Background: an optimization exercise with open tools, aiming at small area. Do not read the settings as production practice. In this exercise RTL edits were held to simulation tests only and were not proved equivalent to the original. Power figures rest on the tool's default switching activity, not on a simulated workload.

File: flow/design.v
package wb_regfile_pkg;
  localparam int REG_W      = 32;
  localparam int REG_ADDR_W = 5;
  localparam int REG_NUM    = 32;
  localparam logic [REG_W-1:0]      ZERO_WORD    = 32'h0000_0000;
  localparam logic [REG_ADDR_W-1:0] NOP_REG_ADDR = 5'b00000;
endpackage
module mem_wb
#(
  parameter int ADDR_W = wb_regfile_pkg::REG_ADDR_W,
  parameter int DATA_W = wb_regfile_pkg::REG_W
) (
  input  logic              clk,
  input  logic              rst,
  input  logic              stall_i,
  input  logic              flush_i,
  input  logic [ADDR_W-1:0] wd_i,
  input  logic              wreg_i,
  input  logic [DATA_W-1:0] wdata_i,
  output logic [ADDR_W-1:0] wd_o,
  output logic              wreg_o,
  output logic [DATA_W-1:0] wdata_o
);
  localparam int W = ADDR_W + 1 + DATA_W;
  logic         keep;
  logic [W-1:0] q;
  logic [W-1:0] d;
  assign keep = !(rst == 1'b1) && !flush_i;
  wbr_ao22 #(.W(W)) u_next (
    .a (keep && !stall_i), .da({wd_i, wreg_i, wdata_i}),
    .b (keep && stall_i),  .db(q),
    .y (d)
  );
  always_ff @(posedge clk) begin
    q <= d;
  end
  assign {wd_o, wreg_o, wdata_o} = q;
endmodule
module wbr_ao22
#(
  parameter int W = 32
) (
  input  logic         a,
  input  logic [W-1:0] da,
  input  logic         b,
  input  logic [W-1:0] db,
  output logic [W-1:0] y
);
  assign y = ({W{a}} & da) | ({W{b}} & db);
endmodule
module wbr_aoi3
#(
  parameter int W = 32
) (
  input  logic [2:0]   s,
  input  logic [W-1:0] d0,
  input  logic [W-1:0] d1,
  input  logic [W-1:0] d2,
  output logic [W-1:0] yn
);
  assign yn = ~(({W{s[0]}} & d0) | ({W{s[1]}} & d1) | ({W{s[2]}} & d2));
endmodule
module wbr_nor_tree
#(
  parameter int W = 32,
  parameter int N = 10
) (
  input  logic [N*W-1:0] xn,
  input  logic           s,
  input  logic [W-1:0]   d,
  output logic [W-1:0]   y
);
  always_comb begin
    y = ~({W{s}} & d);
    for (int i = 0; i < N; i++) y = y & xn[i*W +: W];
    y = ~y;
  end
endmodule
module wb_regfile
#(
  parameter int unsigned CLEAR_ON_RESET = 1,
  parameter int          CNT_W          = 16
) (
  input  logic                  clk,
  input  logic                  rst,
  input  logic                  stall_i,
  input  logic                  flush_i,
  input  logic [wb_regfile_pkg::REG_ADDR_W-1:0] wd_i,
  input  logic                  wreg_i,
  input  logic [wb_regfile_pkg::REG_W-1:0]      wdata_i,
  input  logic                  re1_i,
  input  logic [wb_regfile_pkg::REG_ADDR_W-1:0] raddr1_i,
  input  logic                  re2_i,
  input  logic [wb_regfile_pkg::REG_ADDR_W-1:0] raddr2_i,
  output logic [wb_regfile_pkg::REG_W-1:0]      rdata1_o,
  output logic [wb_regfile_pkg::REG_W-1:0]      rdata2_o,
  output logic [wb_regfile_pkg::REG_ADDR_W-1:0] wb_wd_o,
  output logic                  wb_wreg_o,
  output logic [wb_regfile_pkg::REG_W-1:0]      wb_wdata_o,
  output logic [CNT_W-1:0]      wb_cnt_o
);
  localparam int DW = wb_regfile_pkg::REG_W;
  localparam int NR = wb_regfile_pkg::REG_NUM;
  localparam int NS = (NR - 1) / 3;    
  logic [DW-1:0] regs [1:NR-1];
  logic          commit;
  logic          fill;
  logic          live;
  mem_wb #(.ADDR_W(wb_regfile_pkg::REG_ADDR_W), .DATA_W(wb_regfile_pkg::REG_W)) u_mem_wb (
    .clk     (clk),
    .rst     (rst),
    .stall_i (stall_i),
    .flush_i (flush_i),
    .wd_i    (wd_i),
    .wreg_i  (wreg_i),
    .wdata_i (wdata_i),
    .wd_o    (wb_wd_o),
    .wreg_o  (wb_wreg_o),
    .wdata_o (wb_wdata_o)
  );
  assign commit = (wb_wreg_o == 1'b1) && (wb_wd_o != wb_regfile_pkg::NOP_REG_ADDR);
  always_ff @(posedge clk) begin
    if (rst == 1'b1) begin
      wb_cnt_o <= '0;
    end else if (commit) begin
      wb_cnt_o <= wb_cnt_o + 1'b1;
    end
  end
  assign live = !(rst == 1'b1);
  assign fill = live && !flush_i && !stall_i && (wreg_i == 1'b1);
  for (genvar i = 1; i < NR; i++) begin : g_reg
    logic          wr;
    logic [DW-1:0] d;
    assign wr = fill && (wd_i == i);
    for (genvar b = 0; b < DW; b++) begin : g_bit
      wbr_ao22 #(.W(1)) u_next (
        .a(wr), .da(wdata_i[b]), .b(live && !wr), .db(regs[i][b]), .y(d[b])
      );
    end
    always_ff @(posedge clk) begin
      regs[i] <= d;
    end
  end
  logic [NR-1:0]    sel1, sel2;
  logic [NS*DW-1:0] part1, part2;
  always_comb begin
    for (int i = 0; i < NR; i++) begin
      sel1[i] = live && (re1_i == 1'b1) && (raddr1_i == i) && (i != 0);
      sel2[i] = live && (re2_i == 1'b1) && (raddr2_i == i) && (i != 0);
    end
  end
  for (genvar k = 0; k < NS; k++) begin : g_slice
    for (genvar b = 0; b < DW; b++) begin : g_bit
      wbr_aoi3 #(.W(1)) u_p1 (
        .s(sel1[3*k+1 +: 3]),
        .d0(regs[3*k+1][b]), .d1(regs[3*k+2][b]), .d2(regs[3*k+3][b]),
        .yn(part1[k*DW+b])
      );
      wbr_aoi3 #(.W(1)) u_p2 (
        .s(sel2[3*k+1 +: 3]),
        .d0(regs[3*k+1][b]), .d1(regs[3*k+2][b]), .d2(regs[3*k+3][b]),
        .yn(part2[k*DW+b])
      );
    end
  end
  wbr_nor_tree #(.W(DW), .N(NS)) u_or1 (
    .xn(part1), .s(sel1[NR-1]), .d(regs[NR-1]), .y(rdata1_o)
  );
  wbr_nor_tree #(.W(DW), .N(NS)) u_or2 (
    .xn(part2), .s(sel2[NR-1]), .d(regs[NR-1]), .y(rdata2_o)
  );
endmodule
File: flow/run.sh
#!/bin/bash
# synth_recipe.tcl (not shown) runs the flow's synth.tcl, then flattens the netlist and writes it again
# the make line also repeats each setting of config.mk as NAME=value (left out here)
make -C /OpenROAD-flow-scripts/flow DESIGN_CONFIG=/design/flow/config.mk WORK_HOME=/design/flow/orfs CLKGATE_MAP_FILE= SYNTH_SCRIPT=/design/flow/synth_recipe.tcl finish
File: flow/config.mk
export PLATFORM = sky130hd
export DESIGN_NAME = wb_regfile
export DESIGN_NICKNAME = wb_regfile
export VERILOG_FILES = /design/flow/design.v
export SDC_FILE = /design/flow/constraint.sdc
export NUM_CORES = 4
export LEC_CHECK = 0
export CAP_MARGIN = 20
export CORE_MARGIN = 2
export CORE_UTILIZATION = 35
export PLACE_DENSITY = 0.55
export SETUP_SLACK_MARGIN = 0.3
export SLEW_MARGIN = 20
export SYNTH_HIERARCHICAL = 1
File: flow/constraint.sdc
create_clock -name core_clock -period 6.0 [get_ports {clk}]
set_input_delay 1.2000 -clock core_clock [delete_from_list [all_inputs] [get_ports {clk}]]
set_output_delay 1.2000 -clock core_clock [all_outputs]
set_load 0.01 [all_outputs]
==> run notes, run 1 <==
status timing/DRC/antenna clean; CTS sink cnt 1046; FILL cells 10200; Sequential Power Share 0.459; min Tclk post-route 5.876 ns; r2r worst-path depth 4; overall die height 340.8 µm; Arr. time, crit path 4.68 ns; Placer Congestion 0.9277; number of synthesized flops with an enable pin 0; synthesis-to-layout area growth 29.34%; Final ANT Viol Nets 0; Worst Hold Class reg -> reg; layout cell share with drive strength beyond 1 0.1749; Leak 18.91 nW; fin nets 3901; IO Count 172; initial core utilization 0.3530; PwrDens 296.5 mW/mm²; Placement Rows 123; kind of critical path in -> out; syn nets 3320; clock latency on the worst-skew pair 0.68 ns; Crit-path slowest cell nor2_4; clock buffer depth 3; Root Driver clkbuf_16; Clock Pin Slew Worst Setup and Hold Paths 0.05 ns; initial antenna violation count 17; CP Cell Sequence clkdlybuf4s50_1 > nor3b_1 > buf_4 > nand2_8 > buf_6 > nor2_4 > a222oi_1 > nand4_1 > a2111o_1 > clkdlybuf4s50_1; Synth cell types 45; VDD IR-drop max 0.2612 mV; Reg-to-Reg End wb_cnt_o[14]$_SDFFE_PP0P_; smallest hold slack 0.4728 ns; Cell Area, Synth 0.03971 mm²; DRC Markers 0; largest net degree at the start of global routing 35; H-tree depth 3; vias in the first global route 37880; most used cell, CP clkdlybuf4s50_1; Worst Tran Pin Value 1.204 ns; MaxCap Viol Count 0; post-route clock period utilization 0.9793; Register Area 0.02094 mm²; WP data required 4.80 ns; CTS tree yes; Sw Pwr 0.003691 W; RSZ-0062 raised after global routing true; CP max FO 16; hold bufs inserted after CTS 0; most frequent cells in the layout 1046 x dfxtp_1, 1030 x a22o_1, 640 x a222oi_1, 250 x buf_4, 148 x clkdlybuf4s50_1; DRT iter0 DRCs 9308; total clock buffers created by CTS 112; mean number of vias per cell 7.622; Syn Area/Cell 12.16 µm²; flop-to-flop setup slack 4.32 ns; core area 0.1125 mm²; Pint 0.01154 W; DRT Wirelength 224.7 mm; worst r2r src u_mem_wb.q[34]$_DFF_P_; Clk pwr share 0.495; multi-input logic area 0.01998 mm²; GRT Total Usage 0.3629; Port Buffers 171; FMAX 170.2 MHz; Worst Hold Path Cells 1; CP Launch Type input port; routed wire length per instance 41.28 µm; via count 41490; die area 0.1162 mm²; GRT overflow 0; drt first pass iters 14; max-slew violations 0; final worst clock skew 0.009158 ns; commonest non-fill, non-tap cell in the layout dfxtp_1; Async SR Flop Fraction 0; final setup vio count 0; Die W 340.8 µm; first-pass GRT wire length 302.7 mm; Most used DFF post-synth dfxtp_1; Combinational Power Share 0.046; switch share 0.2424; hold_sp u_mem_wb.q[8]$_DFF_P_; Setup TNS Final 0 ns; Yosys warning total 11; critical path endpoint category output pin; Worst slew margin 0.1967; synthesized flop and latch total 1046; Hold Vio Cnt, Final 0; post-synthesis instance total 3265; critical path's largest stage delay 0.59 ns; Hold Path End u_mem_wb.q[8]$_DFF_P_; register area share after synthesis 0.5274; dpl hpwl 130.3 mm
worst max path at each step:
stage                startpoint      endpoint
global placement          re2_i  rdata2_o[18]
finish                    re2_i  rdata2_o[28]
global route        raddr1_i[0]  rdata1_o[27]
CTS                 raddr1_i[1]  rdata1_o[13]
detailed placement        re2_i  rdata2_o[18]
floorplan                   rst  rdata1_o[30]
critical path: cells and delay by family:
kind	cells	cell delay [ns]
buffers and inverters	4	1.55
and+or+nand+nor	4	1.43
AOI/OAI and AO/OA	2	0.47
stage by stage:
stage / total power [W] / setup WS, ns / instances / util / area (µm²)
floorplan: 0.007299 / 1.403 / 3265 / - / 39710
global placement: 0.007778 / -0.1297 / 5146 / 0.4112 / 46260
detailed placement: 0.007776 / -0.1176 / 5148 / 0.4116 / 46300
CTS: 0.01519 / 0.2514 / 5407 / 0.4523 / 50890
global route: 0.01551 / 0.1936 / 5441 / 0.4565 / 51350
finish: 0.01523 / 0.1243 / 5444 / 0.4565 / 51360
Yosys cell counts, types with 2 or more instances:
| master | instances | share of area |
|---|---|---|
| and3b_1 | 2 | 0.00044 |
| and3_1 | 3 | 0.00047 |
| nand3_1 | 8 | 0.0010 |
| nor3b_1 | 2 | 0.00038 |
| o211ai_1 | 3 | 0.00057 |
| o211ai_4 | 2 | 0.0011 |
| a21oi_1 | 39 | 0.0049 |
| buf_1 | 2 | 0.00019 |
| xor2_1 | 7 | 0.0015 |
| a222oi_1 | 640 | 0.16 |
| o21ai_1 | 4 | 0.00050 |
| and2_1 | 4 | 0.00063 |
| nor2b_1 | 9 | 0.0014 |
| a22o_1 | 1030 | 0.23 |
| nand2_1 | 87 | 0.0082 |
| nor2_1 | 108 | 0.010 |
| dfxtp_1 | 1046 | 0.53 |
| or3_1 | 8 | 0.0013 |
| buf_6 | 14 | 0.0040 |
| nand2b_1 | 9 | 0.0014 |
| nor3_1 | 2 | 0.00025 |
| or2_2 | 3 | 0.00047 |
| clkbuf_1 | 16 | 0.0015 |
| a2111o_1 | 64 | 0.018 |
| nand4_1 | 129 | 0.020 |
| o21ai_0 | 4 | 0.00050 |
| buf_2 | 2 | 0.00025 |
power groups by stage:
| stage | Combinational (W) | Clock, W | Sequential, W |
|---|---|---|---|
| global placement | 0.000638 | 0 | 0.00714 |
| floorplan | 0.000160 | 0 | 0.00714 |
| CTS | 0.000663 | 0.00754 | 0.00699 |
| global route | 0.000698 | 0.00783 | 0.00699 |
| finish | 0.000706 | 0.00753 | 0.00699 |
| detailed placement | 0.000636 | 0 | 0.00714 |
sequential cells by signal, summed over array words and instances, names as in the netlist:
name and flops:
wb_cnt_o 16, u_mem_wb.q 38, regs 992
layer usage:
layer | part of all wire | global-route usage | vias to the layer above
li1 | - | - | 16380
met1 | 0.37 | 0.4616 | 20350
met2 | 0.39 | 0.5057 | 3816
met3 | 0.17 | 0.1666 | 924
met4 | 0.070 | 0.1991 | 26
met5 | 0.00093 | 0.002042 | -
area by class of cell:
class | instances | area share
well taps | 1500 | 0.03654
inverters | 1 | 0.00007309
flip-flops and latches | 1046 | 0.4077
multi-input cells | 2213 | 0.3890
clock buffers | 165 | 0.06592
diodes | 5 | 0.0002436
clock inverters | 42 | 0.01199
repair buffers | 472 | 0.08848
what timing repair did:
item	CTS	global route
endpoints found under the setup margin	52	63
resized for setup	31	35
pin swaps	38	58
hold endpoints to repair	0	0
setup buffers	29	24
gates cloned	23	8
logic make-up after synthesis:
kind of cell,synth area share
DFF,0.5274
and+or+nand+nor,0.04912
adders and majority gates,0.0003150
buffers and inverters,0.006554
AOI/OAI and AO/OA,0.4149
xor gates and xnor gates,0.001544
muxes,0.0002521
==> run 2, diff against run 1 <==
==> flow/flow/run.sh (new file) <==
#!/bin/bash
# The standard layout, with the ports buffered by the smallest buffer instead
# of the delay buffer that buffer_ports picks by default.
set -euo pipefail
export BUFFER_PORTS_ARGS="-buffer_cell sky130_fd_sc_hd__buf_1"
bash standard.sh > standard.log 2>&1
==> flow/standard.sh (new file) <==
#!/bin/bash
# synth_recipe.tcl (not shown) runs the flow's synth.tcl, then flattens the netlist and writes it again
# the make line also repeats each setting of config.mk as NAME=value (left out here)
make -C /OpenROAD-flow-scripts/flow DESIGN_CONFIG=/design/flow/config.mk WORK_HOME=/design/flow/orfs CLKGATE_MAP_FILE= SYNTH_SCRIPT=/design/flow/synth_recipe.tcl "${@:-finish}"
--- a/flow/config.mk
+++ b/flow/config.mk
@@ -8,6 +8,11 @@
 export CAP_MARGIN = 20
+export CELL_PAD_IN_SITES_DETAIL_PLACEMENT = 1
+export CELL_PAD_IN_SITES_GLOBAL_PLACEMENT = 1
 export CORE_MARGIN = 2
-export CORE_UTILIZATION = 35
-export PLACE_DENSITY = 0.55
-export SETUP_SLACK_MARGIN = 0.3
+export CORE_UTILIZATION = 45
+export CTS_BUF_LIST = sky130_fd_sc_hd__clkbuf_2 sky130_fd_sc_hd__clkbuf_4
+export CTS_CLUSTER_DIAMETER = 40
+export CTS_CLUSTER_SIZE = 8
+export PLACE_DENSITY = 0.6
+export SETUP_SLACK_MARGIN = 0
 export SLEW_MARGIN = 20
removed: flow/run.sh
==> run notes, run 2 <==
VDD IR-drop max 0.1710 mV (-35%); GRT Total Usage 0.4525 (+0.08961); Leak 16.87 nW (-11%); Placement Rows 108 (-12%); synthesized flop and latch total 1046 (unchanged); flop-to-flop setup slack 4.31 ns (about the same); Cell Area, Synth 0.03971 mm² (unchanged); top cells by area, synth dfxtp_1 53%, a22o_1 23%, a222oi_1 16%, nand4_1 2.0%, a2111o_1 1.8%; post-synth top area share 0.5274 (unchanged); vias in the first global route 41580 (+9.8%); max FFs per register 992 (unchanged); MaxCap Viol Count 0 (unchanged); overall die height 301.1 µm (-12%); final setup vio count 0 (unchanged); synthesis-to-layout area growth 16.40%; critical path endpoint category output pin; largest net degree at the start of global routing 36 (+2.9%); Worst Tran Pin Value 1.260 ns (+0.05598 ns); routed wire length per instance 42.43 µm (+2.8%); kind of critical path in -> out; Worst slew margin 0.1602 (-0.03645); Synth area leader dfxtp_1; Hold Path End u_mem_wb.q[32]$_DFF_P_; final instance area 0.04622 mm² (-10%); CTS sink cnt 1046 (unchanged); IO Count 172 (unchanged); CP max FO 22 (+6); drt first pass iters 13 (-1); Final WS setup 0.1877 ns (+0.06344 ns); Post-CTS Setup Inserts 0 (-100%); mean number of vias per cell 8.253 (+8.3%); Clock Pin Slew Worst Setup and Hold Paths 0.08 ns (+0.03 ns); Async SR Flop Fraction 0 (unchanged); DRT iter0 DRCs 8590 (-7.7%); fin nets 3799 (-2.6%); layout cell share with drive strength beyond 1 0.1525 (-0.02244); Synth cell types 45 (unchanged); status timing/DRC/antenna clean; DRT Wirelength 211.9 mm (-5.7%); Synth top cells by count 1046 x dfxtp_1, 1030 x a22o_1, 640 x a222oi_1; post-synthesis instance total 3265 (unchanged); Die W 301.1 µm (-12%); commonest non-fill, non-tap cell in the layout dfxtp_1; worst r2r src wb_cnt_o[0]$_SDFFE_PP0P_; Setup TNS Final 0 ns (unchanged); via count 41210 (-0.69%); syn nets 3320 (unchanged); clock latency on the worst-skew pair 1.10 ns (+0.42 ns); final worst clock skew 0.009851 ns (+0.0006935 ns); Worst Hold Class in -> reg; DRC Markers 0 (unchanged); top-count cell post-synth dfxtp_1; Register Area 0.02094 mm² (unchanged); Placer Congestion 0.9344 (+0.72%); Placement Cell Area 0.04397 mm² (-5.0%); hold bufs inserted after CTS 0 (unchanged); min Tclk post-route 5.812 ns (-0.06344 ns); Yosys warning total 11 (unchanged); CTS resizes 0 (-100%); Biggest register regs; RSZ-0062 raised after global routing false; max-slew violations 0 (unchanged); r2r worst-path depth 5 (+1); number of synthesized flops with an enable pin 0 (unchanged); H-tree depth 4 (+1); hold_sp wreg_i; Top Registers regs: 992 flops, u_mem_wb.q: 38 flops, wb_cnt_o: 16 flops; CTS tree yes; most frequent cells in the layout 1046 x dfxtp_1, 1030 x a22o_1, 640 x a222oi_1, 203 x clkbuf_4, 156 x buf_4; DP Cell Count 4721 (-8.3%); WP data required 4.80 ns (about the same); FILL cells 9083 (-11%); Final Non-Filler Cells 4993 (-8.3%); Arr. time, crit path 4.61 ns (-0.07 ns); first-pass GRT wire length 299.2 mm (-1.2%); PwrDens 268.9 mW/mm² (-9.3%); Reg-to-Reg End wb_cnt_o[14]$_SDFFE_PP0P_; Most used DFF post-synth dfxtp_1; Final ANT Viol Nets 0 (unchanged); initial antenna violation count 17 (unchanged); pre-CTS worst setup slack 0.4194 ns (+0.5370 ns); dpl hpwl 128.9 mm (-1.1%); initial core utilization 0.4556 (+0.1026); register area share after synthesis 0.5274 (unchanged); die area 0.09063 mm² (-22%); FMAX 172.0 MHz (+1.1%); Port Buffers 171 (unchanged); multi-input logic area 0.01953 mm² (-2.2%); GRT overflow 0 (unchanged); post-route clock period utilization 0.9687 (-0.01057); Hold Vio Cnt, Final 0 (unchanged); total clock buffers created by CTS 169 (+51%); CP Launch Type input port; Worst Hold Path Cells 2 (+1); core area 0.08716 mm² (-23%); Setup crit start rst; Syn Area/Cell 12.16 µm² (unchanged); clock buffer depth 3 (unchanged); total power 0.01243 W (-18%); Root Driver clkbuf_4
-- run 2: logic make-up after synthesis --
logic type      after synthesis  share of synthesized area
compound gates             1789                     0.4149
flops                      1046                     0.5274
simple gates                384                    0.04912
buf+inv                      37                   0.006554
xor+xnor                      7                   0.001544
mux                           1                  0.0002521
fa+ha+maj                     1                  0.0003150
-- run 2: critical path: stages --
cell and delay (ns):
clkbuf_4 0.19, nor3b_1 0.58, nand2_1 0.41, nor2_4 0.93, buf_4 0.39, a222oi_1 0.11, nand4_1 0.40, a2111o_1 0.21
buf_1 0.18
-- run 2: cell type report --
class	instances	area share
clock inverters	55	0.01207
clock buffers	202	0.03281
multi-input cells	2182	0.4226
well taps	1155	0.03127
inverters	1	0.00008121
repair buffers	344	0.04770
diodes	8	0.0004331
flip-flops and latches	1046	0.4530
-- run 2: power breakdown --
part | total, W | switching (W) | internal [W]
Combinational | 0.000614 | 0.000527 | 0.0000873
Sequential | 0.00698 | 0.0000195 | 0.00696
Clock | 0.00484 | 0.00273 | 0.00210
-- run 2: layer usage --
layer / track usage / wire length [µm] / vias up
li1: - / - / 16130
met1: 0.5544 / 76170 / 20620
met2: 0.6556 / 88670 / 3539
met3: 0.1748 / 31540 / 899
met4: 0.3072 / 15260 / 16
met5: 0 / 221 / -
-- run 2: through the flow --
step | utilization | hold slack, ns
floorplan | - | 0.4599
global placement | 0.5041 | 0.4518
detailed placement | 0.5045 | 0.4507
CTS | 0.5283 | 0.3062
global route | 0.5302 | 0.3283
finish | 0.5303 | 0.3962
-- run 2: worst max path at each step --
| stage | to | slack, ns | depth (start not counted) |
|---|---|---|---|
| global placement | rdata1_o[7] | 0.54 | 8 |
| global route | rdata2_o[7] | 0.28 | 9 |
| CTS | rdata1_o[7] | 0.42 | 8 |
| detailed placement | rdata1_o[7] | 0.42 | 8 |
| finish | rdata2_o[7] | 0.19 | 9 |
| floorplan | rdata1_o[30] | 1.40 | 7 |
==> run 3, diff against run 2 <==
==> flow/flow/run.sh (replaced) <==
#!/bin/bash
# The standard layout, with two changes to how it is made:
# - the ports are buffered by the smallest buffer instead of the delay buffer
#   that buffer_ports picks by default;
# - clock tree synthesis uses small clock buffers in small clusters and adds
#   no dummy loads.
set -euo pipefail
export BUFFER_PORTS_ARGS="-buffer_cell sky130_fd_sc_hd__buf_1"
export CTS_ARGS="-sink_clustering_enable -repair_clock_nets -buf_list {sky130_fd_sc_hd__clkbuf_2 sky130_fd_sc_hd__clkbuf_4} -sink_clustering_size 8 -sink_clustering_max_diameter 40 -dont_use_dummy_load"
bash standard.sh > standard.log 2>&1
==> run notes, run 3 <==
switch share 0.2682 (+0.004268); IO Count 172 (unchanged); FMAX 173.8 MHz (+1.0%); Syn Area/Cell 12.16 µm² (unchanged); post-route clock period utilization 0.9589 (-0.009846); top cells by area, synth dfxtp_1 53%, a22o_1 23%, a222oi_1 16%, nand4_1 2.0%, a2111o_1 1.8%; Leak 16.47 nW (-2.4%); max-slew violations 0 (unchanged); Arr. time, crit path 4.55 ns (-0.06 ns); Root Driver clkbuf_4; Placer Congestion 0.9344 (unchanged); initial core utilization 0.4556 (unchanged); die area 0.09063 mm² (unchanged); DRT Wirelength 211.1 mm (-0.35%); Port Buffers 171 (unchanged); Top Registers regs: 992 flops, u_mem_wb.q: 38 flops, wb_cnt_o: 16 flops; status timing/DRC/antenna clean; Reg-to-Reg End wb_cnt_o[14]$_SDFFE_PP0P_; Top Layer Used met5; MaxCap Viol Count 0 (unchanged); Hold Path End u_mem_wb.q[32]$_DFF_P_; Cell Area, Synth 0.03971 mm² (unchanged); Yosys warning total 11 (unchanged); wl on met1 76.67 mm (+0.66%); CTS sink cnt 1046 (unchanged); overall die height 301.1 µm (unchanged); dpl hpwl 128.9 mm (unchanged); CP max FO 18 (-18%); CP Launch Type input port; commonest non-fill, non-tap cell in the layout dfxtp_1; vias in the first global route 41300 (-0.68%); min Tclk post-route 5.753 ns (-0.05908 ns); syn nets 3320 (unchanged); clock latency on the worst-skew pair 1.13 ns (+0.03 ns); Die W 301.1 µm (unchanged); post-synth top area share 0.5274 (unchanged); CTS tree yes; Hold Vio Cnt, Final 0 (unchanged); top-count cell post-synth dfxtp_1; Placement Rows 108 (unchanged); total clock buffers created by CTS 169 (unchanged); Biggest register regs; Sequential Power Share 0.613 (+0.052); Combinational Power Share 0.054 (+0.005); final worst clock skew 0.03461 ns (+0.02476 ns); most frequent cells in the layout 1046 x dfxtp_1, 1030 x a22o_1, 640 x a222oi_1, 170 x clkbuf_4, 156 x buf_4; Clock Pin Slew Worst Setup and Hold Paths 0.08 ns (about the same); Core Util, Final 0.5217 (-0.008642); r2r worst-path depth 5 (unchanged); met2 wire length 88.27 mm (-0.45%); DRT iter0 DRCs 8851 (+3.0%); Synth top cells by count 1046 x dfxtp_1, 1030 x a22o_1, 640 x a222oi_1; first-pass GRT wire length 298.7 mm (-0.18%); post-synthesis instance total 3265 (unchanged); RSZ-0062 raised after global routing false; core area 0.08716 mm² (unchanged); Synth cell types 45 (unchanged); GRT Total Usage 0.4518 (-0.0007304); Async SR Flop Fraction 0 (unchanged); max FFs per register 992 (unchanged); Setup TNS Final 0 ns (unchanged); via count 40930 (-0.68%); CTS resizes 0 (unchanged); synthesis-to-layout area growth 14.50%; hold_sp wreg_i; Post-CTS Setup Inserts 0 (unchanged); synthesized flop and latch total 1046 (unchanged); number of synthesized flops with an enable pin 0 (unchanged); clock buffer depth 3 (unchanged); PwrDens 250.6 mW/mm² (-6.8%); DRC Markers 0 (unchanged); critical path endpoint category output pin; VDD IR-drop max 0.1727 mV (+1.0%); Synth area leader dfxtp_1; initial antenna violation count 12 (-5); worst r2r src wb_cnt_o[0]$_SDFFE_PP0P_; Clk pwr share 0.333 (-0.056); hold bufs inserted after CTS 0 (unchanged); fin nets 3801 (+0.053%); kind of critical path in -> out; Worst Hold Class in -> reg; Pint 0.008336 W (-8.9%); Final ANT Viol Nets 0 (unchanged); Most used DFF post-synth dfxtp_1; routed wire length per instance 43.01 µm (+1.4%); Worst slew margin 0.1852 (+0.02491); largest net degree at the start of global routing 36 (unchanged); Worst Tran Pin Value 1.222 ns (-0.03737 ns); drt first pass iters 11 (-2); mean number of vias per cell 8.337 (+1.0%); final setup vio count 0 (unchanged); layout cell share with drive strength beyond 1 0.1381 (-0.01439); WP data required 4.80 ns (about the same); flop-to-flop setup slack 4.31 ns (about the same); Worst Hold Path Cells 2 (unchanged); GRT overflow 0 (unchanged); Sw Pwr 0.003056 W (-6.9%); metal3 WL 30.73 mm (-2.6%); H-tree depth 4 (unchanged); register area share after synthesis 0.5274 (unchanged)
-- run 3: cell counts after synthesis --
Identical to the previous run, type by type.
-- run 3: logic make-up after synthesis --
kind of cell               synth area share
xor gates and xnor gates           0.001544
and+or+nand+nor                     0.04912
buffers and inverters              0.006554
DFF                                  0.5274
muxes                             0.0002521
adders and majority gates         0.0003150
AOI/OAI and AO/OA                    0.4149
-- run 3: worst max-delay path, cell delays in order --
cell and delay [ns]:
buf_1 0.33, nor3b_1 0.55, nand2_1 0.37, nor2_4 0.70, buf_4 0.37, a222oi_1 0.15, nand4_1 0.40, a2111o_1 0.25
buf_1 0.17
-- run 3: per-stage QoR --
step                      instance area, µm²  std cells  power [W]  hold slack (ns)  setup slack (ns)
after floorplan                        39710       3265   0.007299           0.4599             1.403
after global placement                 43930       4719   0.007707           0.4518            0.5385
after detailed placement               43970       4721   0.007720           0.4507            0.4194
after CTS                              45240       4890    0.01138           0.3001            0.4209
after global routing                   45450       4903    0.01172           0.3192            0.2518
final                                  45470       4909    0.01139           0.3686            0.2468
-- run 3: power groups by stage --
| stage | clock network (W) | registers, W | logic [W] |
|---|---|---|---|
| 6_report | 0.00380 | 0.00698 | 0.000616 |
| 5_1_grt | 0.00412 | 0.00698 | 0.000613 |
| 4_1_cts | 0.00382 | 0.00698 | 0.000581 |
| 3_5_place_dp | 0 | 0.00714 | 0.000580 |
| 3_3_place_gp | 0 | 0.00714 | 0.000568 |
| 2_1_floorplan | 0 | 0.00714 | 0.000160 |
-- run 3: area by class of cell --
type	count	area (µm²)
Antenna cell	10	25.02
Clock buffer	169	1269
Fill cell	9083	41690
Inverter	1	3.754
Multi-Input combinational cell	2182	19530
Sequential cell	1046	20940
Tap cell	1155	1445
Timing Repair Buffer	346	2252
-- run 3: how the worst max path moves through the flow --
| stage | start | endpoint | slack [ns] | depth (start not counted) |
|---|---|---|---|---|
| 2_1_floorplan | rst | rdata1_o[30] | 1.40 | 7 |
| 3_3_place_gp | re1_i | rdata1_o[7] | 0.54 | 8 |
| 3_5_place_dp | re1_i | rdata1_o[7] | 0.42 | 8 |
| 4_1_cts | re1_i | rdata1_o[7] | 0.42 | 8 |
| 5_1_grt | rst | rdata2_o[7] | 0.25 | 9 |
| 6_report | re1_i | rdata1_o[7] | 0.25 | 9 |
-- run 3: metal layers --
metal	up-vias	track usage
li1	16060	-
met1	20410	0.5600
met2	3543	0.6578
met3	903	0.1609
met4	10	0.3050
met5	-	0
==> run 4, diff against run 3 <==
--- a/flow/config.mk
+++ b/flow/config.mk
@@ -11,3 +11,3 @@
 export CORE_MARGIN = 2
-export CORE_UTILIZATION = 45
+export CORE_UTILIZATION = 55
 export CTS_BUF_LIST = sky130_fd_sc_hd__clkbuf_2 sky130_fd_sc_hd__clkbuf_4
@@ -15,3 +15,3 @@
 export CTS_CLUSTER_SIZE = 8
-export PLACE_DENSITY = 0.6
+export PLACE_DENSITY = 0.68
 export SETUP_SLACK_MARGIN = 0
==> run notes, run 4 <==
status timing/DRC/antenna clean; DRT iter0 DRCs 10770 (+22%); first-pass GRT wire length 293.1 mm (-1.8%); Synth area leader dfxtp_1; CTS tree yes; Syn Area/Cell 12.16 µm² (unchanged); Biggest register regs; CTS sink cnt 1046 (unchanged); multiplexer share of the synthesized area 0.0002521 (unchanged); Register Area 0.02094 mm² (unchanged); Core Util, Final 0.6294 (+0.1077); Compound-Gate Fraction of Synth Area 0.4149 (unchanged); Async SR Flop Fraction 0 (unchanged); FILL cells 7251 (-20%); Yosys warning total 11 (unchanged); Placer Congestion 0.9648 (+3.3%); CP Launch Type input port; clock buffer depth 3 (unchanged); DRC Markers 0 (unchanged); final worst clock skew 0.06915 ns (+0.03454 ns); Post-CTS Setup Inserts 0 (unchanged); drt first pass iters 14 (+3); most frequent cells in the layout 1046 x dfxtp_1, 1030 x a22o_1, 640 x a222oi_1, 162 x clkbuf_4, 138 x buf_1; Placement Rows 98 (-9.3%); multi-input logic area 0.01944 mm² (-0.45%); critical path endpoint category output pin; Setup TNS Final 0 ns (unchanged); top-count cell post-synth dfxtp_1; synthesis-to-layout area growth 13.30%; final setup vio count 0 (unchanged); syn nets 3320 (unchanged); Arr. time, crit path 4.56 ns (about the same); synthesized flop and latch total 1046 (unchanged); Cell Area, Synth 0.03971 mm² (unchanged); clock latency on the worst-skew pair 1.08 ns (-0.05 ns); Leak 16.31 nW (-0.97%); Synth top cells by count 1046 x dfxtp_1, 1030 x a22o_1, 640 x a222oi_1; RSZ-0062 raised after global routing false; post-route clock period utilization 0.9596 (about the same); simple-gate share of the synthesized area 0.04912 (unchanged); Worst Hold Class in -> reg; total clock buffers created by CTS 161 (-4.7%); max FFs per register 992 (unchanged); Root Driver clkbuf_4; min Tclk post-route 5.758 ns (+0.004463 ns); post-synth top area share 0.5274 (unchanged); H-tree depth 4 (unchanged); dpl hpwl 122.2 mm (-5.2%); largest net degree at the start of global routing 38 (+5.6%); vias in the first global route 42670 (+3.3%); DRT Wirelength 205.3 mm (-2.8%); Hold Vio Cnt, Final 0 (unchanged); WP data required 4.80 ns (about the same); Post-Synth XOR/XNOR Area 0.001544 (unchanged); number of synthesized flops with an enable pin 0 (unchanged); CP max FO 32 (+14); top cells by area, synth dfxtp_1 53%, a22o_1 23%, a222oi_1 16%, nand4_1 2.0%, a2111o_1 1.8%; VDD IR-drop max 0.1936 mV (+12%); Post-Synth Adder-Cell Area 0.0003151 (unchanged); PwrDens 250.1 mW/mm² (-0.16%); FMAX 173.7 MHz (about the same); overall die height 272.7 µm (-9.4%); commonest non-fill, non-tap cell in the layout dfxtp_1; GRT overflow 0 (unchanged); Worst slew margin 0.1182 (-0.06698); Most used DFF post-synth dfxtp_1; MaxCap Viol Count 0 (unchanged); hold bufs inserted after CTS 0 (unchanged); core area 0.07149 mm² (-18%); initial core utilization 0.5555 (+0.09988); GRT Total Usage 0.5325 (+0.08069); post-synthesis instance total 3265 (unchanged); CTS resizes 0 (unchanged); mean number of vias per cell 9.035 (+8.4%); routed wire length per instance 44.03 µm (+2.4%); fin nets 3763 (-1.0%); via count 42130 (+2.9%); Synth cell types 45 (unchanged); largest family of logic cells by synthesized area compound AO/OA/AOI/OAI gates; kind of critical path in -> out; Clock Pin Slew Worst Setup and Hold Paths 0.05 ns (-0.03 ns); Top Registers regs: 992 flops, u_mem_wb.q: 38 flops, wb_cnt_o: 16 flops; Final ANT Viol Nets 0 (unchanged); Worst Tran Pin Value 1.320 ns (+0.09734 ns); layout cell share with drive strength beyond 1 0.1290 (-0.009108); IO Count 172 (unchanged); Port Buffers 171 (unchanged); max-slew violations 0 (unchanged); Die W 272.7 µm (-9.4%); register area share after synthesis 0.5274 (unchanged); initial antenna violation count 9 (-3); die area 0.07436 mm² (-18%)
run 4: cell counts after synthesis:
No cell type changed its count.
run 4: metrics by stage:
stage	power, W	area, µm²	instances	setup slack, ns	hold slack [ns]
after detailed placement	0.007701	43570	4487	0.4629	0.4530
after global placement	0.007681	43350	4478	0.4925	0.4503
after floorplan	0.007299	39710	3265	1.403	0.4599
after global routing	0.01149	44980	4660	0.3535	0.3681
final	0.01125	44990	4663	0.2423	0.4046
after CTS	0.01117	44780	4648	0.4547	0.3162
run 4: critical path, cell delays in order:
cell and delay (ns):
clkbuf_4 0.19, nor3b_1 0.60, nand2_1 0.40, nor2_4 1.08, a222oi_1 0.24, nand4_1 0.48
a2111o_1 0.17, buf_1 0.18
run 4: final timing paths:
path / start / cells after the start / to / slack, ns
worst min-delay path: wreg_i / 2 / u_mem_wb.q[32]$_DFF_P_ / 0.40
worst max register to register: wb_cnt_o[0]$_SDFFE_PP0P_ / 5 / wb_cnt_o[14]$_SDFFE_PP0P_ / 4.32
worst min register to register: u_mem_wb.q[8]$_DFF_P_ / 1 / u_mem_wb.q[8]$_DFF_P_ / 0.48
worst max-delay path: rst / 8 / rdata2_o[19] / 0.24
run 4: power breakdown:
part / total [W] / internal, W / switching (W) / leakage (nW)
sequential: 0.00698 / 0.00696 / 0.0000199 / 8.43
combinational: 0.000609 / 0.0000856 / 0.000523 / 7.14
clock: 0.00367 / 0.00123 / 0.00244 / 0.741
total: 0.0113 / 0.00827 / 0.00298 / 16.3
run 4: cell type report:
type	instances	area share
inverters	1	0.00008343
flip-flops and latches	1046	0.4654
diodes	7	0.0003893
clock buffers	161	0.02686
repair buffers	316	0.04861
well taps	950	0.02642
multi-input cells	2182	0.4322
run 4: cells by family (layout without fill, tap and decap cells):
kind of cell               Yosys count  count (layout)
AOI/OAI and AO/OA                 1789            1789
muxes                                1               1
xor gates and xnor gates             7               7
buffers and inverters               37             478
adders and majority gates            1               1
other                                0               7
and+or+nand+nor                    384             384
DFF                               1046            1046
run 4: layer usage:
metal / global-route usage / wire (µm)
met1: 0.6193 / 67630
met3: 0.2499 / 35800
met2: 0.7569 / 82610
met4: 0.4083 / 19170
met5: 0.0006418 / 84
==> run 5, diff against run 4 <==
--- a/flow/config.mk
+++ b/flow/config.mk
@@ -7,3 +7,3 @@
 export LEC_CHECK = 0
-export CAP_MARGIN = 20
+export CAP_MARGIN = 10
 export CELL_PAD_IN_SITES_DETAIL_PLACEMENT = 1
@@ -17,3 +17,3 @@
 export SETUP_SLACK_MARGIN = 0
-export SLEW_MARGIN = 20
+export SLEW_MARGIN = 10
 export SYNTH_HIERARCHICAL = 1
==> run notes, run 5 <==
Syn Area/Cell 12.16 µm² (unchanged); top cells by area, synth dfxtp_1 53%, a22o_1 23%, a222oi_1 16%, nand4_1 2.0%, a2111o_1 1.8%; multiplexer share of the synthesized area 0.0002521 (unchanged); CP Launch Type input port; Worst slew margin -0.03283 (-0.1510); top-count cell post-synth dfxtp_1; smallest hold slack 0.3913 ns (-0.01327 ns); overall die height 272.7 µm (unchanged); Arr. time, crit path 5.02 ns (+0.46 ns); clock buffer depth 3 (unchanged); Clock Pin Slew Worst Setup and Hold Paths 0.05 ns (about the same); Die W 272.7 µm (unchanged); Post-Synth Adder-Cell Area 0.0003151 (unchanged); Biggest register regs; fin nets 3748 (-0.40%); FILL cells 7300 (+0.68%); Synth cell types 45 (unchanged); post-synthesis instance total 3265 (unchanged); total clock buffers created by CTS 160 (-0.62%); kind of critical path in -> out; status complete, but fails checks; total power 0.01123 W (-0.26%); register area share after synthesis 0.5274 (unchanged); Yosys warning total 11 (unchanged); GRT overflow 0 (unchanged); DRT iter0 DRCs 10580 (-1.8%); Crit-path slowest cell nor2_4; mean number of vias per cell 9.018 (-0.19%); synthesis-to-layout area growth 12.44%; drt first pass iters 11 (-3); CTS resizes 0 (unchanged); number of synthesized flops with an enable pin 0 (unchanged); Sequential Power Share 0.622 (+0.002); CP Cell Sequence clkbuf_4 > nor3b_1 > nand2_1 > nor2_4 > a222oi_1 > nand4_1 > a2111o_1 > buf_1; clock latency on the worst-skew pair 1.09 ns (about the same); die area 0.07436 mm² (unchanged); simple-gate share of the synthesized area 0.04912 (unchanged); DRC Markers 0 (unchanged); Top Registers regs: 992 flops, u_mem_wb.q: 38 flops, wb_cnt_o: 16 flops; Setup TNS Final -0.4294 ns (-0.4294 ns); Sw Pwr 0.002961 W (-0.67%); r2r worst-path depth 4 (-1); Async SR Flop Fraction 0 (unchanged); flop-to-flop setup slack 4.36 ns (+0.04 ns); Post-CTS Setup Inserts 0 (unchanged); layout cell share with drive strength beyond 1 0.1254 (-0.003540); syn nets 3320 (unchanged); initial core utilization 0.5555 (unchanged); H-tree depth 4 (unchanged); Placement Rows 98 (unchanged); Post-Synth XOR/XNOR Area 0.001544 (unchanged); final instance area 0.04465 mm² (-0.76%); FMAX 160.8 MHz (-7.4%); Reg-to-Reg End wb_cnt_o[8]$_SDFFE_PP0P_; layout check faults max-capacitance violations, max-slew violations, negative setup slack; final setup vio count 5 (+5); RSZ-0062 raised after global routing false; WP data required 4.80 ns (about the same); VDD IR-drop max 0.1834 mV (-5.2%); Pint 0.008265 W (-0.11%); DP Cell Count 4478 (-0.20%); critical path's largest stage delay 1.23 ns (+0.15 ns); Cell Area, Synth 0.03971 mm² (unchanged); Placement Cell Area 0.04335 mm² (-0.50%); post-route clock period utilization 1.037 (+0.07689); max FFs per register 992 (unchanged); IO Count 172 (unchanged); CTS sink cnt 1046 (unchanged); core area 0.07149 mm² (unchanged); PwrDens 251.4 mW/mm² (+0.51%); largest net degree at the start of global routing 38 (unchanged); Port Buffers 171 (unchanged); GRT Total Usage 0.5303 (-0.002205); Final WS setup -0.2190 ns (-0.4613 ns); worst r2r src u_mem_wb.q[34]$_DFF_P_; Leak 16.16 nW (-0.91%); dpl hpwl 120.4 mm (-1.4%); post-synth top area share 0.5274 (unchanged); MaxCap Viol Count 2 (+2); Worst Tran Pin Value 1.546 ns (+0.2260 ns); routed wire length per instance 43.85 µm (-0.40%); final worst clock skew 0.04327 ns (-0.02588 ns); Clk pwr share 0.324 (-0.002); Root Driver clkbuf_4; most frequent cells in the layout 1046 x dfxtp_1, 1030 x a22o_1, 640 x a222oi_1, 161 x clkbuf_4, 138 x buf_1; Hold Vio Cnt, Final 0 (unchanged); synthesized flop and latch total 1046 (unchanged); first-pass GRT wire length 291.5 mm (-0.56%); CP max FO 32 (unchanged); Most used DFF post-synth dfxtp_1; Worst Hold Class in -> reg; Worst Setup EP rdata1_o[19]; hold bufs inserted after CTS 0 (unchanged); Final Non-Filler Cells 4653 (-0.21%); CTS tree yes; Compound-Gate Fraction of Synth Area 0.4149 (unchanged); min Tclk post-route 6.219 ns (+0.4613 ns); Combinational Power Share 0.054 (about the same); initial antenna violation count 13 (+4); max-slew violations 66 (+66); commonest non-fill, non-tap cell in the layout dfxtp_1; Final ANT Viol Nets 0 (unchanged); vias in the first global route 42550 (-0.28%); switch share 0.2638 (-0.001096); Synth area leader dfxtp_1; Synth top cells by count 1046 x dfxtp_1, 1030 x a22o_1, 640 x a222oi_1; via count 41960 (-0.40%); Setup crit start rst; critical path endpoint category output pin; DRT Wirelength 204.0 mm (-0.62%); Placer Congestion 0.9648 (unchanged); largest family of logic cells by synthesized area compound AO/OA/AOI/OAI gates
run 5: changes by cell type in the layout (fill, tap and decap cells not counted), sizes merged:
| cell | delta |
|---|---|
| buf | -14 |
| clkbuf | -1 |
| diode | +5 |
run 5: worst min-delay path by stage:
stage,start,endpoint,slack [ns],depth (start not counted)
CTS,wreg_i,u_mem_wb.q[32]$_DFF_P_,0.33,2
floorplan,regs[10][0]$_DFF_P_,regs[10][0]$_DFF_P_,0.46,1
global route,wreg_i,u_mem_wb.q[32]$_DFF_P_,0.38,2
detailed placement,u_mem_wb.q[3]$_DFF_P_,u_mem_wb.q[3]$_DFF_P_,0.45,1
finish,wreg_i,u_mem_wb.q[32]$_DFF_P_,0.39,2
global placement,u_mem_wb.q[1]$_DFF_P_,u_mem_wb.q[1]$_DFF_P_,0.45,1
run 5: per-layer routing:
layer / track usage / vias to the layer above / share of wire
met3: 0.2313 / 1201 / 0.17
met1: 0.6256 / 20450 / 0.33
met4: 0.4254 / 12 / 0.093
met2: 0.7465 / 4365 / 0.40
met5: 0.01412 / - / 0.0010
li1: - / 15930 / -
run 5: cells by family (layout without fill, tap and decap cells):
logic type               Yosys count  count (layout)
flip-flops                      1046            1046
AND/OR/NAND/NOR                  384             384
other                              0              12
AO/OA/AOI/OAI                   1789            1789
multiplexers                       1               1
XOR/XNOR                           7               7
adder cells (fa/ha/maj)            1               1
buffers and inverters             37             463
run 5: final cells by class:
| class | instances | area [µm²] | share of cell area |
|---|---|---|---|
| diodes | 12 | 30.03 | 0.0006726 |
| clock buffers | 160 | 1201 | 0.02690 |
| inverters | 1 | 3.754 | 0.00008407 |
| multi-input cells | 2182 | 19440 | 0.4355 |
| flip-flops and latches | 1046 | 20940 | 0.4690 |
| well taps | 950 | 1189 | 0.02662 |
| repair buffers | 302 | 1839 | 0.04119 |
run 5: power groups by stage:
| stage | combinational (W) | sequential, W | clock [W] |
|---|---|---|---|
| finish | 0.000605 | 0.00698 | 0.00364 |
| global route | 0.000589 | 0.00698 | 0.00389 |
| CTS | 0.000559 | 0.00698 | 0.00360 |
| detailed placement | 0.000558 | 0.00714 | 0 |
| global placement | 0.000543 | 0.00714 | 0 |
| floorplan | 0.000160 | 0.00714 | 0 |
run 5: through the flow:
| step | worst slack (ns) | util |
|---|---|---|
| after global routing | 0.05611 | 0.6243 |
| after CTS | 0.3636 | 0.6232 |
| after global placement | 0.4925 | 0.6064 |
| after floorplan | 1.403 | - |
| final | -0.2190 | 0.6246 |
| after detailed placement | 0.3807 | 0.6064 |
run 5: critical path, delay by kind of cell:
family	cells	cell delay, ns
AND/OR/NAND/NOR	4	2.99
AO/OA/AOI/OAI	2	0.46
buffers and inverters	2	0.35
==> run 6, diff against run 5 <==
--- a/flow/config.mk
+++ b/flow/config.mk
@@ -11,3 +11,3 @@
 export CORE_MARGIN = 2
-export CORE_UTILIZATION = 55
+export CORE_UTILIZATION = 45
 export CTS_BUF_LIST = sky130_fd_sc_hd__clkbuf_2 sky130_fd_sc_hd__clkbuf_4
@@ -15,3 +15,3 @@
 export CTS_CLUSTER_SIZE = 8
-export PLACE_DENSITY = 0.68
+export PLACE_DENSITY = 0.6
 export SETUP_SLACK_MARGIN = 0
==> run notes, run 6 <==
most used cell, CP buf_1; number of synthesized flops with an enable pin 0 (unchanged); DRT Wirelength 210.9 mm (+3.3%); register area share after synthesis 0.5274 (unchanged); max FFs per register 992 (unchanged); Reg-to-Reg End wb_cnt_o[14]$_SDFFE_PP0P_; routed wire length per instance 43.02 µm (-1.9%); mean number of vias per cell 8.407 (-6.8%); flop-to-flop setup slack 4.28 ns (-0.08 ns); final worst clock skew 0.03542 ns (-0.007849 ns); Leak 16.36 nW (+1.3%); IO Count 172 (unchanged); max-slew violations 0 (-100%); critical path endpoint category output pin; post-synthesis instance total 3265 (unchanged); syn nets 3320 (unchanged); status timing/DRC/antenna clean; Clock Pin Slew Worst Setup and Hold Paths 0.09 ns (+0.04 ns); worst r2r src wb_cnt_o[0]$_SDFFE_PP0P_; CTS tree yes; largest net degree at the start of global routing 36 (-5.3%); Arr. time, crit path 4.67 ns (-0.35 ns); H-tree depth 4 (unchanged); Synth area leader dfxtp_1; MaxCap Viol Count 0 (-2); Synth top cells by count 1046 x dfxtp_1, 1030 x a22o_1, 640 x a222oi_1; total clock buffers created by CTS 169 (+5.6%); hold_sp wreg_i; multi-input logic area 0.01953 mm² (+0.45%); top-count cell post-synth dfxtp_1; GRT overflow 0 (unchanged); fin nets 3790 (+1.1%); top cells by area, synth dfxtp_1 53%, a22o_1 23%, a222oi_1 16%, nand4_1 2.0%, a2111o_1 1.8%; PwrDens 251.8 mW/mm² (+0.13%); Register Area 0.02094 mm² (unchanged); post-synth top area share 0.5274 (unchanged); CTS sink cnt 1046 (unchanged); kind of critical path in -> out; CP Launch Type input port; first-pass GRT wire length 298.7 mm (+2.5%); Cell Area, Synth 0.03971 mm² (unchanged); Syn Area/Cell 12.16 µm² (unchanged); Root Driver clkbuf_4; most frequent cells in the layout 1046 x dfxtp_1, 1030 x a22o_1, 640 x a222oi_1, 170 x clkbuf_4, 156 x buf_4; via count 41200 (-1.8%); critical path's largest stage delay 1.05 ns (-0.18 ns); FMAX 170.3 MHz (+5.9%); synthesis-to-layout area growth 13.93%; commonest non-fill, non-tap cell in the layout dfxtp_1; Top Registers regs: 992 flops, u_mem_wb.q: 38 flops, wb_cnt_o: 16 flops; dpl hpwl 128.6 mm (+6.7%); overall die height 301.1 µm (+10%); RSZ-0062 raised after global routing false; Hold Vio Cnt, Final 0 (unchanged); Final ANT Viol Nets 0 (unchanged); Port Buffers 171 (unchanged); die area 0.09063 mm² (+22%); CP Cell Sequence buf_1 > nor3b_1 > nand2_1 > nor2_4 > a222oi_1 > nand4_1 > a2111o_1 > buf_1; GRT Total Usage 0.4517 (-0.07861); vias in the first global route 41380 (-2.8%); DRT iter0 DRCs 8579 (-19%); clock latency on the worst-skew pair 1.08 ns (about the same); Hold Path End u_mem_wb.q[32]$_DFF_P_; initial antenna violation count 20 (+7); r2r worst-path depth 5 (+1); initial core utilization 0.4556 (-0.09988); Synth cell types 45 (unchanged); post-route clock period utilization 0.9784 (-0.05810); Post-CTS Setup Inserts 0 (unchanged); synthesized flop and latch total 1046 (unchanged); CTS resizes 0 (unchanged); drt first pass iters 14 (+3); Async SR Flop Fraction 0 (unchanged); clock buffer depth 3 (unchanged); min Tclk post-route 5.870 ns (-0.3486 ns); Die W 301.1 µm (+10%); Worst Hold Class in -> reg; Yosys warning total 11 (unchanged); FILL cells 9084 (+24%); Setup TNS Final 0 ns (+0.4294 ns); total power 0.01139 W (+1.5%); Worst Tran Pin Value 1.415 ns (-0.1302 ns); CP max FO 32 (unchanged); Worst slew margin 0.05418 (+0.08701); Placer Congestion 0.9344 (-3.2%); hold bufs inserted after CTS 0 (unchanged); core area 0.08716 mm² (+22%); Worst Hold Path Cells 2 (unchanged); Placement Rows 108 (+10%); Most used DFF post-synth dfxtp_1; WP data required 4.80 ns (about the same); Crit-path slowest cell nor2_4; final setup vio count 0 (-5); Biggest register regs; layout cell share with drive strength beyond 1 0.1355 (+0.01011); VDD IR-drop max 0.2171 mV (+18%); DRC Markers 0 (unchanged)
==> run 6: changes by cell type in the layout (fill, tap and decap cells not counted) <==
cell      change
nor2b_2       +1
buf_4        +38
diode_2       +1
nor2_4       +17
clkbuf_4      +9
buf_12        -4
buf_16        -1
nor2b_1       -1
nor2_2       -17
==> run 6: worst max path at each step <==
stage	end	cells past startpoint	startpoint
final	rdata1_o[7]	8	re1_i
after global routing	rdata1_o[7]	8	re1_i
after CTS	rdata1_o[7]	8	re1_i
after detailed placement	rdata1_o[7]	8	re1_i
after global placement	rdata1_o[7]	8	re1_i
after floorplan	rdata1_o[30]	7	rst
==> run 6: report_power, final <==
group | total [W] | internal (W) | switching [W] | leakage (nW)
combinational | 0.000611 | 0.0000864 | 0.000524 | 7.16
sequential | 0.00698 | 0.00696 | 0.0000194 | 8.43
clock | 0.00380 | 0.00129 | 0.00251 | 0.778
total | 0.0114 | 0.00833 | 0.00306 | 16.4
==> run 6: layout make-up <==
cell class | count | share of cell area
antenna | 13 | 0.0007191
inverter | 1 | 0.00008297
multi-input combinational | 2182 | 0.4318
timing repair buffer | 335 | 0.04458
clock buffer | 169 | 0.02804
sequential | 1046 | 0.4629
tap | 1155 | 0.03194
==> run 6: logic make-up after synthesis <==
family,Yosys count,share of synthesized area
flops,1046,0.5274
mux,1,0.0002521
buf+inv,37,0.006554
xor+xnor,7,0.001544
simple gates,384,0.04912
fa+ha+maj,1,0.0003150
compound gates,1789,0.4149
==> run 6: worst max-delay path: cells and delay by family <==
kind,cells,cell delay [ns]
AND/OR/NAND/NOR,4,2.35
AO/OA/AOI/OAI,2,0.58
buffers and inverters,2,0.51
==> run 6: metrics by stage <==
| stage | setup slack (ns) | hold slack (ns) | util | std cells | cell area, µm² |
|---|---|---|---|---|---|
| 2_1_floorplan | 1.403 | 0.4599 | - | 3265 | 39710 |
| 3_3_place_gp | 0.5385 | 0.4518 | 0.5041 | 4719 | 43930 |
| 3_5_place_dp | 0.4277 | 0.4507 | 0.5041 | 4719 | 43940 |
| 4_1_cts | 0.4109 | 0.3016 | 0.5187 | 4888 | 45210 |
| 5_1_grt | 0.1686 | 0.3407 | 0.5189 | 4895 | 45220 |
| 6_report | 0.1296 | 0.4184 | 0.5191 | 4901 | 45240 |
==> run 6: metal layers <==
layer | vias to the layer above | global-route usage | routed length, µm
li1 | 16050 | - | -
met1 | 20620 | 0.5533 | 75170
met2 | 3605 | 0.6695 | 89180
met3 | 897 | 0.1635 | 31190
met4 | 26 | 0.2899 | 15030
met5 | - | 0.008466 | 284

[what the ideal ports hide]
In the flow no input, the clock included, has a driving cell. The finished layouts below were timed again as built, in two steps. Step 1 assumes that a clkbuf_16 drives the clock port and a buf_2 every other input. Step 2 times the ports against the registers' clock, not the clock port: input delays grow and output delays shrink by t, the midpoint of the rising clock arrivals with the driver on. a / b / c = ideal ports / drivers / drivers and shift; a / b = the first two.
| run | shift t [ns] | setup WS [ns] | worst setup path at the end | worst register clock-pin slew, ns | worst slew at a driven data input, ns |
|---|---|---|---|---|---|
| run 1 | 0.791 | 0.124 / 0.100 / 0.100 | input to output | 0.07 / 0.07 | 0.13 |
| run 2 | 1.183 | 0.188 / 0.160 / 0.160 | input to output | 0.10 / 0.10 | 0.18 |
| run 3 | 1.183 | 0.247 / 0.222 / 0.222 | input to output | 0.10 / 0.10 | 0.18 |
| run 4 | 1.104 | 0.242 / 0.214 / 0.214 | input to output | 0.10 / 0.10 | 0.05 |
| run 5 | 1.111 | -0.219 / -0.247 / -0.247 | input to output | 0.10 / 0.10 | 0.05 |
| run 6 | 1.175 | 0.130 / 0.105 / 0.105 | input to output | 0.10 / 0.10 | 0.19 |
